What follows belongs to an exercise in optimizing a design on an open flow for small area, a short achievable clock period and few clock cycles per item; a production flow would make more cautious choices. The RTL was checked by simulation tests, not by an equivalence proof against the original design. Power is estimated from default activity; no workload was simulated.

## branch onyx
Design desCore, start of the top module:
module desCore (
   input logic clk,
   input logic rstN,
   input logic req,
   output logic ack,
   input logic decrypt,
   input logic [desCtrlPkg::BlockW-1:0] block,
   input logic [desCtrlPkg::KeyW-1:0] key,
   output logic [desCtrlPkg::BlockW-1:0] result
);
   localparam int HalfW = desCtrlPkg::HalfW;
   localparam int SubkeyW = desCtrlPkg::SubkeyW;
   logic load;
   logic step;
   logic hold;
   logic shiftOne;
   logic [SubkeyW-1:0] subkey;
   logic [HalfW-1:0] rightHalf;
   logic [HalfW-1:0] fOut;
   desControl uControl (
      .clk(clk),
      .rstN(rstN),
      .req(req),
      .ack(ack),
      .load(load),
      .step(step),
      .hold(hold),
      .shiftOne(shiftOne)
   );
   desKeySchedule uKeySchedule (
      .clk(clk),
      .load(load),
      .shiftOne(shiftOne),
      .decrypt(decrypt),
      .key(key),
      .subkey(subkey)
   );
   desRoundFunction uRoundFunction (
      .rightHalf(rightHalf),
      .subkey(subkey),
      .fOut(fOut)
   );
   desDataPath uDataPath (
      .clk(clk),
      .load(load),
      .step(step),
      .hold(hold),
      .block(block),
      .fOut(fOut),
      .rightHalf(rightHalf),
      .result(result)
   );
endmodule
Size: about 1,400 cells after synthesis, about 130 flip-flops, ~200 I/O pins, ~9100 µm² of cells after synthesis.
==> module desDataPath, before the edit <==
module desDataPath (
   input logic clk,
   input logic load,
   input logic step,
   input logic hold,
   input logic [desCtrlPkg::BlockW-1:0] block,
   input logic [desCtrlPkg::HalfW-1:0] fOut,
   output logic [desCtrlPkg::HalfW-1:0] rightHalf,
   output logic [desCtrlPkg::BlockW-1:0] result
);
   localparam int BlockW = desCtrlPkg::BlockW;
   localparam int HalfW = desCtrlPkg::HalfW;
   localparam logic [447:0] ipTableV = desTablesPkg::ipTableV;
   localparam logic [447:0] fpTableV = desTablesPkg::fpTableV;
   logic [BlockW-1:0] ipOut;
   logic [BlockW-1:0] fpIn;
   logic [HalfW-1:0] lReg, rReg;
   always_comb
   begin
      for (int i = 0; i < BlockW; i++)
      begin
         ipOut[BlockW-1-i] = block[BlockW - ipTableV[7*(63 - (i)) +: 7]];
      end
   end
   logic [HalfW-1:0] rBase;
   assign rBase = ({HalfW{load}} & ipOut[HalfW-1:0])
      | ({HalfW{step}} & lReg)
      | ({HalfW{hold}} & rReg);
   always_ff @(posedge clk)
   begin
      lReg <= ({HalfW{load}} & ipOut[BlockW-1:HalfW])
         | ({HalfW{step}} & rReg)
         | ({HalfW{hold}} & lReg);
      rReg <= rBase ^ ({HalfW{step}} & fOut);  
   end
   assign fpIn = {rReg, lReg};  
   always_comb
   begin
      for (int i = 0; i < BlockW; i++)
      begin
         result[BlockW-1-i] = fpIn[BlockW - fpTableV[7*(63 - (i)) +: 7]];
      end
   end
   assign rightHalf = rReg;
endmodule
export LEC_CHECK = 0
export ABC_AREA = 1
export CAP_MARGIN = 20
export CORE_MARGIN = 2
export CORE_UTILIZATION = 60
export SLEW_MARGIN = 20
create_clock -name core_clock -period 10.0 [get_ports {clk}]
standard.sh (not shown) runs the stock make flow with config.mk's settings and CLKGATE_MAP_FILE= SYNTH_SCRIPT=/design/flow/synth_recipe.tcl, a recipe that flattens the netlist after the stock synthesis.
==> flow/flow/run.sh <==
#!/bin/bash
# ORFS layout through the standard.sh, with these changes:
#  - synthesis runs flow/synth.tcl (the standard flow's script with the ABC script of
#    flow/logic.abc, no adder extraction, no quick abc pass);
#  - plain buffers on the ports instead of the default delay-cell buffers;
#  - the make variables in flow/make_args (repair targets).
# Each tool's output goes to a log file in this folder.
set -euo pipefail
here=$(pwd)
export MY_ABC_SCRIPT=$here/flow/logic.abc
export BUFFER_PORTS_ARGS="-buffer_cell sky130_fd_sc_hd__buf_2"
sed "s#SYNTH_SCRIPT=[^ ]*#SYNTH_SCRIPT=$here/flow/synth.tcl#" standard.sh > my_standard.sh
bash my_standard.sh $(cat flow/make_args) finish > standard.log 2>&1
==> flow/flow/logic.abc <==
strash
dc2
dch -f
amap
topo
stime -c
==> flow/flow/make_args <==
SETUP_SLACK_MARGIN=7
==> flow/flow/synth.tcl <==
# The standard flow's synthesis (synth_recipe.tcl) with three changes: Yosys's quick
# abc pass inside synth is skipped, half/full adders are not extracted (so
# the final ABC run sees all the logic), and ABC runs the script named in
# MY_ABC_SCRIPT instead of ORFS's area script.
proc synth {args} { yosys synth -nofsm -noshare -noabc {*}$args }
proc extract_fa {args} { }
proc abc {args} {
  set i [lsearch -exact $args -script]
  if {$i >= 0} { lset args [expr {$i + 1}] $::env(MY_ABC_SCRIPT) }
  yosys abc {*}$args
}
source $::env(SCRIPTS_DIR)/synth.tcl
# left out here: clear keep_hierarchy, flatten, clean up, hide names made inside functions, write 1_2_yosys.v
Testbench counts of branch onyx, summed over its fixed seeds: cycles 7,680, items 384.
Setup changes, branch onyx to branch cedar
-- flow/design.v --
<<< branch onyx, line 794
      end
   end
   logic [HalfW-1:0] rBase;
   assign rBase = ({HalfW{load}} & ipOut[HalfW-1:0])
      | ({HalfW{step}} & lReg)
      | ({HalfW{hold}} & rReg);
   always_ff @(posedge clk)
   begin
>>> branch cedar, line 794
      end
   end
   always_ff @(posedge clk)
   begin
<<< branch onyx, line 803
         | ({HalfW{step}} & rReg)
         | ({HalfW{hold}} & lReg);
      rReg <= rBase ^ ({HalfW{step}} & fOut);  
   end
   assign fpIn = {rReg, lReg};  
>>> branch cedar, line 799
         | ({HalfW{step}} & rReg)
         | ({HalfW{hold}} & lReg);
      rReg <= ({HalfW{load}} & ipOut[HalfW-1:0])
         | ({HalfW{step}} & (lReg ^ fOut))  
         | ({HalfW{hold}} & rReg);
   end
   assign fpIn = {rReg, lReg};  
==> run notes <==
branch cedar completed end to end with timing, DRC and antenna clean.
Comparing branch onyx with branch cedar, the data arrival time of the critical path came out essentially unchanged.
Area: branch cedar vs branch onyx -> branch cedar larger
branch cedar vs. branch onyx: largest fanout of any net on the critical path fell 1; met1 usage in global routing rose 4.3 points; clock share of power rose 1.9 points.
Testbench counts of branch cedar, summed over its fixed seeds: cycles 7,680, items 384.

-- separate check: timing with driven ports --
The results above use ideal ports. As a check the final layouts listed here were re-extracted and re-timed, cells and wires unchanged.
Step 1 sets driving cells, clkbuf_16 on the clock port and buf_2 on the other inputs (assumed; they add their load-dependent delay and slew).
Step 2 also shifts input and output timing later by t, the mid clock arrival at the registers, as if the neighbouring blocks saw the same clock.
Three values: ideal, step 1, step 2; two values: the first two.
run | shift t [ns] | setup slack, ns | worst hold slack (ns) | worst setup path after step 2 | worst register clock-pin slew, ns
branch onyx | 0.470 | 6.980 / 6.936 / 6.602 | 0.449 / 0.449 / 0.449 | input to register | 0.06 / 0.06
branch cedar | 0.476 | 6.973 / 6.930 / 6.608 | 0.435 / 0.435 / 0.435 | input to register | 0.06 / 0.06
After both steps setup and hold are still met in every run listed. For branch onyx, which loses most, drivers alone change the setup slack by -0.044 ns; drivers and shift together by -0.378 ns.
